Background: an optimization exercise with open tools, aiming at small area, a short achievable clock period and few clock cycles per item. Do not read the settings as production practice.
Only simulation tests tie the RTL to the original design; equivalence was not proved.
Power and IR drop assume default switching activity.

==> flow/run.sh <==
#!/bin/bash
# synth_recipe.tcl (not shown) runs the flow's synth.tcl, then flattens the netlist and writes it again
# the make line also repeats each setting of config.mk as NAME=value (left out here)
make -C /OpenROAD-flow-scripts/flow DESIGN_CONFIG=/design/flow/config.mk WORK_HOME=/design/flow/orfs CLKGATE_MAP_FILE= SYNTH_SCRIPT=/design/flow/synth_recipe.tcl finish
==> flow/config.mk <==
export PLATFORM = sky130hd
export DESIGN_NAME = alu_muldiv_seq
export DESIGN_NICKNAME = alu_muldiv_seq
export VERILOG_FILES = /design/flow/design.v
export SDC_FILE = /design/flow/constraint.sdc
export NUM_CORES = 4
export LEC_CHECK = 0
export CAP_MARGIN = 20
export CORE_MARGIN = 2
export CORE_UTILIZATION = 40
export SLEW_MARGIN = 20
==> flow/constraint.sdc <==
create_clock -name core_clock -period 8.0 [get_ports {i_Clk}]
set_input_delay 1.6000 -clock core_clock [delete_from_list [all_inputs] [get_ports {i_Clk}]]
set_output_delay 1.6000 -clock core_clock [all_outputs]
set_load 0.01 [all_outputs]
==> flow/design.v <==
module alu_muldiv_seq #(
  parameter int XLEN = 64,
  parameter int OPW  = 3
) (
  input  logic            i_Clk,
  input  logic            i_Rst_n,
  input  logic            i_Valid,
  output logic            o_Ready,
  input  logic [OPW-1:0]  i_Op,
  input  logic [XLEN-1:0] i_Rs1,
  input  logic [XLEN-1:0] i_Rs2,
  input  logic            i_Flush,
  output logic            o_Valid,
  input  logic            i_Ready,
  output logic [XLEN-1:0] o_Result,
  output logic            o_Zero
);
  localparam int CW = $clog2(XLEN);
  typedef enum logic [1:0] {IDLE, BUSY, DONE} state_t;
  state_t            state;
  logic [OPW-1:0]    op_reg;
  logic [XLEN-1:0]   hi_reg, lo_reg, b_reg;
  logic              neg_reg, rneg_reg;
  logic [CW-1:0]     count_reg;
  logic [XLEN-1:0]   result_reg;
  logic              zero_reg, ready_reg, valid_reg;
  logic              is_div, a_sgn, b_sgn, a_neg, b_neg, div_zero, div_ovf;
  logic [XLEN-1:0]   a_mag, b_mag, special_result;
  logic              mul_fast;
  logic [2*XLEN-1:0] fast_prod, fast_prod_s;
  logic [XLEN-1:0]   fast_result;
  always_comb begin
    is_div   = i_Op[2];
    a_sgn    = is_div ? ~i_Op[0] : (i_Op[1:0] != 2'd3);
    b_sgn    = is_div ? ~i_Op[0] : ~i_Op[1];
    a_neg    = a_sgn & i_Rs1[XLEN-1];
    b_neg    = b_sgn & i_Rs2[XLEN-1];
    a_mag    = a_neg ? -i_Rs1 : i_Rs1;
    b_mag    = b_neg ? -i_Rs2 : i_Rs2;
    div_zero = is_div & (i_Rs2 == '0);
    div_ovf  = is_div & ~i_Op[0] & (i_Rs1 == {1'b1, {(XLEN-1){1'b0}}}) & (&i_Rs2);
    if (div_zero)
      special_result = i_Op[1] ? i_Rs1 : '1;
    else
      special_result = i_Op[1] ? '0 : i_Rs1;
    fast_prod = '0;
    mul_fast  = 1'b0;
    fast_prod_s = (a_neg ^ b_neg) ? -fast_prod : fast_prod;
    fast_result = (i_Op[1:0] == 2'd0) ? fast_prod_s[XLEN-1:0] : fast_prod_s[2*XLEN-1:XLEN];
  end
  logic [XLEN:0]     sum;
  logic [XLEN-1:0]   hi_sh, diff, hi_next, lo_next;
  logic              ge;
  logic [2*XLEN-1:0] prod, prod_s;
  logic [XLEN-1:0]   quo, rem, iter_result;
  always_comb begin
    sum   = {1'b0, hi_reg} + (lo_reg[0] ? {1'b0, b_reg} : '0);
    hi_sh = {hi_reg[XLEN-2:0], lo_reg[XLEN-1]};
    diff  = hi_sh - b_reg;
    ge    = {hi_reg[XLEN-1], hi_sh} >= {1'b0, b_reg};
    if (op_reg[2]) begin
      hi_next = ge ? diff : hi_sh;
      lo_next = {lo_reg[XLEN-2:0], ge};
    end else begin
      hi_next = sum[XLEN:1];
      lo_next = {sum[0], lo_reg[XLEN-1:1]};
    end
    prod   = {hi_next, lo_next};
    prod_s = neg_reg ? -prod : prod;
    quo    = neg_reg ? -lo_next : lo_next;
    rem    = rneg_reg ? -hi_next : hi_next;
    if (op_reg[2])
      iter_result = op_reg[1] ? rem : quo;
    else
      iter_result = (op_reg[1:0] == 2'd0) ? prod_s[XLEN-1:0] : prod_s[2*XLEN-1:XLEN];
  end
  always_ff @(posedge i_Clk) begin
    if (!i_Rst_n) begin
      state      <= IDLE;
      op_reg     <= '0;
      hi_reg     <= '0;
      lo_reg     <= '0;
      b_reg      <= '0;
      neg_reg    <= 1'b0;
      rneg_reg   <= 1'b0;
      count_reg  <= '0;
      result_reg <= '0;
      zero_reg   <= 1'b0;
      ready_reg  <= 1'b1;
      valid_reg  <= 1'b0;
    end else begin
      case (state)
        IDLE: begin
          if (i_Valid && !i_Flush) begin
            op_reg    <= i_Op;
            neg_reg   <= a_neg ^ b_neg;
            rneg_reg  <= a_neg;
            hi_reg    <= '0;
            lo_reg    <= is_div ? a_mag : b_mag;
            b_reg     <= is_div ? b_mag : a_mag;
            count_reg <= '0;
            ready_reg <= 1'b0;
            if (div_zero || div_ovf) begin
              result_reg <= special_result;
              zero_reg   <= (special_result == '0);
              valid_reg  <= 1'b1;
              state      <= DONE;
            end else if (mul_fast) begin
              result_reg <= fast_result;
              zero_reg   <= (fast_result == '0);
              valid_reg  <= 1'b1;
              state      <= DONE;
            end else begin
              state <= BUSY;
            end
          end
        end
        BUSY: begin
          if (i_Flush) begin
            state     <= IDLE;
            ready_reg <= 1'b1;
          end else begin
            hi_reg    <= hi_next;
            lo_reg    <= lo_next;
            count_reg <= count_reg + 1'b1;
            if (count_reg == CW'(XLEN-1)) begin
              result_reg <= iter_result;
              zero_reg   <= (iter_result == '0);
              valid_reg  <= 1'b1;
              state      <= DONE;
            end
          end
        end
        DONE: begin
          if (i_Flush || i_Ready) begin
            state     <= IDLE;
            valid_reg <= 1'b0;
            ready_reg <= 1'b1;
          end
        end
        default: begin
          state     <= IDLE;
          valid_reg <= 1'b0;
          ready_reg <= 1'b1;
        end
      endcase
    end
  end
  assign o_Ready  = ready_reg;
  assign o_Valid  = valid_reg;
  assign o_Result = result_reg;
  assign o_Zero   = zero_reg;
endmodule
==> run notes <==
-- tightest hold or removal path, stage by stage (launching register included) --
cell,delay [ns]
dfxtp_1,0.31
nand2_1,0.05
a21oi_1,0.05
-- layout make-up --
| cell class | count | area share |
|---|---|---|
| Timing Repair Buffer | 408 | 0.0919 |
| Tap cell | 1144 | 0.0367 |
| Antenna cell | 6 | 0.000385 |
| Clock inverter | 14 | 0.00555 |
| Clock buffer | 49 | 0.0267 |
| Inverter | 141 | 0.0138 |
| Multi-Input combinational cell | 4317 | 0.685 |
| Sequential cell | 272 | 0.140 |
-- synthesized netlist by cell type (all sizes together) (40+ instances only) --
library cell	instances	share of area
and2	107	0.020
nor2	636	0.070
inv	140	0.015
clkbuf	302	0.033
a31oi	68	0.013
buf	78	0.013
a211oi	136	0.030
and3	46	0.0086
nand2	570	0.063
a21o	58	0.013
mux2i	74	0.022
o21ai	306	0.045
o211ai	143	0.031
a21oi	501	0.073
nor4	82	0.017
nand3	97	0.014
a22oi	82	0.018
nand2b	40	0.0073
ha	134	0.049
nand4	121	0.022
xnor2	163	0.042
nor3	142	0.021
dfxtp	272	0.16
o31ai	46	0.010
or3	64	0.012
xor2	131	0.034
-- power groups by stage --
stage          registers [mW]  logic, mW  clock network, mW
2_1_floorplan            1.52       1.71                  0
3_3_place_gp             1.56       3.01                  0
3_5_place_dp             1.56       3.00                  0
4_1_cts                  1.53       3.02               1.80
5_1_grt                  1.54       3.27               1.85
6_report                 1.53       3.17               1.80
-- cells by family after synthesis --
group / count (synthesis) / share of synthesized area
AND/OR/NAND/NOR: 2069 / 0.292
AO/OA/AOI/OAI: 1713 / 0.330
buffers and inverters: 521 / 0.0620
XOR/XNOR: 294 / 0.0752
flip-flops: 272 / 0.159
adder cells (fa/ha/maj): 151 / 0.0545
multiplexers: 90 / 0.0269
-- layer usage --
| metal | vias up | GRT usage | share of wire |
|---|---|---|---|
| met5 | - | 0 | 0.00047 |
| met4 | 14 | 0.276 | 0.080 |
| met3 | 620 | 0.103 | 0.11 |
| met2 | 2714 | 0.634 | 0.42 |
| met1 | 20200 | 0.533 | 0.39 |
| li1 | 19000 | - | - |
-- worst paths after layout --
check / from / endpoint / cells past startpoint
max: b_reg[36] / zero_reg / 25
min: result_reg[59] / result_reg[59] / 2
max reg2reg: b_reg[36] / zero_reg / 25
min reg2reg: result_reg[59] / result_reg[59] / 2
-- layout by cell type, fill, tap and decap left out, types with 136 or more instances in the layout --
cell             netlist  routed
nor2_1               636     631
nand2_1              570     570
xnor2_1              163     163
inv_1                139     137
o21ai_0              299     299
a21oi_1              500     499
dfxtp_1              272     270
clkdlybuf4s50_1        0     200
o211ai_1             143     143
a211oi_1             136     136
buf_4                 17     205
nor3_1               137     136
==> metrics.md <==
| Metric | Value |
|---|---|
| Final nets | 5449 |
| Power share of the clock group | 0.276 |
| Antenna viol nets, final | 0 |
| Chip width | 297 µm |
| Critical-path maximum fanout | 10 |
| Gates resized, CTS repair | 0 |
| Clock tree from TritonCTS | done |
| Library cells used by synthesis | 105 |
| Placed cell areas | 0.0377 mm² |
| Total number of clock tree sinks | 272 |
| Post-CTS setup buffer count | 0 |
| Largest stage delay, worst path | 0.75 ns |
| CP bufs+invs | 3 |
| Number of optimization iterations in the first detailed-route pass | 9 |
| Static power due to leakage | 14.8 nW |
| Run status | complete, no violations |
| Tightest slew margin relative to the limit | 0.109 |
| Setup WS post-layout | 0.486 ns |
| Initial antenna violation count | 17 |
| Power per standard cell area | 166 mW/mm² |
| Req. time, crit path | 8.51 ns |
| Total gr overflow | 0 |
| Register area | 0.00545 mm² |
| Power share of the sequential group | 0.236 |
| Maximum clock skew at final layout | 0.0450 ns |
| Rows | 107 |
| Max-cap viol count | 0 |
| Proportion of total power due to net switching | 0.461 |
| Async set or reset register ratio after synthesis | 0 |
| Post-detailed-placement half-perimeter wirelength | 153000 µm |
| Transition time at the pin with the least slew margin | 1.34 ns |
| Cell family with the largest share of critical-path delay | simple AND/OR/NAND/NOR gates |
| Clock insertion delay at the later pin of the skew report | 0.59 ns |
| Final critical delay including setup and external delays | 7.51 ns |
| Synth Net Count | 5382 |
| Core ar. | 0.0850 mm² |
| Post-placement cell count | 6282 |
| Layout Cell Area excl Fill | 0.0390 mm² |
| Input/output buffers | 202 |
| Crit path kind | reg -> reg |
| Routed via count | 42600 |
| Cell at the root of the clock tree | clkbuf_16 |
| Switching Power | 2.99 mW |
| Synth-to-layout area growth | 14.0% |
| Register area share after synthesis | 0.159 |
| Worst-case setup slack after placement | 0.812 ns |
| Post-synth design cell area | 0.0342 mm² |
| Wire length per cell | 30.2 µm |
| Data arrival time of the worst path | 8.02 ns |
| Combinational cell fraction of total power | 0.487 |
| Commonest register cell after synthesis | dfxtp_1 |
| EDFF count, synth | 0 |
| Via-to-Cell Ratio | 6.71 |
| Vertical die dimension | 297 µm |
| Worst hold path class | reg -> reg |
| Post-Route Utilization | 0.459 |
| IR drop worst, VDD | 136 µV |
| Wire length of the first global-routing pass | 272000 µm |
| Final hold viol count | 0 |
| Final Power | 6.49 mW |
| Filler cells | 8965 |
| Register bit count reported by yosys | 272 |
| Hold_ws | 0.462 ns |
| Pin count of the biggest net entering global routing | 98 |
| Clock buffer count from CTS | 37 |
| DRC violation total after the first TritonRoute iteration | 5625 |
| Setup violators final | 0 |
| CP max stage cell | or4b_2 |
| Warning count from the yosys run | 1 |
| Unrepaired setup endpoints after global routing | no |
| Total wire length | 192000 µm |
| Vias in the first global route | 38300 |
| Nature of the critical path endpoint | register |
| Die Footprint | 0.0879 mm² |
| Setup crit start kind | register |
| Share of layout cells above drive strength 1 | 0.0763 |
| Cells after synthesis | 5110 |
| Mean cell area of the mapped netlist | 6.70 µm² |
| Total count of max-transition violations in the final report | 0 |
| Number of buffers inserted for hold repair after clock tree synthesis | 0 |
| Routability cong. | 1.09 |
| H-Tree Depth | 2 |
| Number of remaining DRC errors | 0 |
| I/O pin cnt | 203 |
| Worst R2R Setup Slack | 0.49 ns |
| Internal power consumption | 3.50 mW |
| Starting utilization of the core area | 0.403 |
| Clock-pin slew of the registers on the worst-case setup and hold paths | 0.07 ns |
| GRT Resource Usage Total | 0.421 |
| Final setup TNS | 0 ns |
| Number of cells in the finished layout apart from fillers | 6351 |
| Multi-input combinational cell area | 0.0267 mm² |
| Final period utilization | 0.939 |
| Maximum number of buffers from clock root to sink | 3 |
| Timing-limited maximum frequency | 133 MHz |
Testbench counts, summed over its fixed seeds: cycles 158,400, items 2,400.

## re-timing with driven ports
The results above use ideal ports. As a check the final layout listed here was re-extracted and re-timed, cells and wires unchanged.
Step 1 (the two cells are an assumption about what drives the block):
set clk [get_ports {i_Clk}]
set_driving_cell -lib_cell sky130_fd_sc_hd__clkbuf_16 $clk
set_driving_cell -lib_cell sky130_fd_sc_hd__buf_2 [delete_from_list [all_inputs] $clk]
Step 2, shift: input delay + t, output delay - t, t = (earliest + latest rising clock arrival at the registers) / 2. This alone moves slack from input paths to output paths.
a / b / c = ideal ports / drivers / drivers and shift; a / b = the first two.
t (ns): 0.647
setup WS [ns]: 0.486 / 0.486 / 0.486
worst setup path at the end: register to register
worst slew at a driven data input, ns: 0.07
After both steps this run still meets setup and hold. For this run, drivers alone change the setup slack by 0.000 ns; drivers and shift together by 0.000 ns.
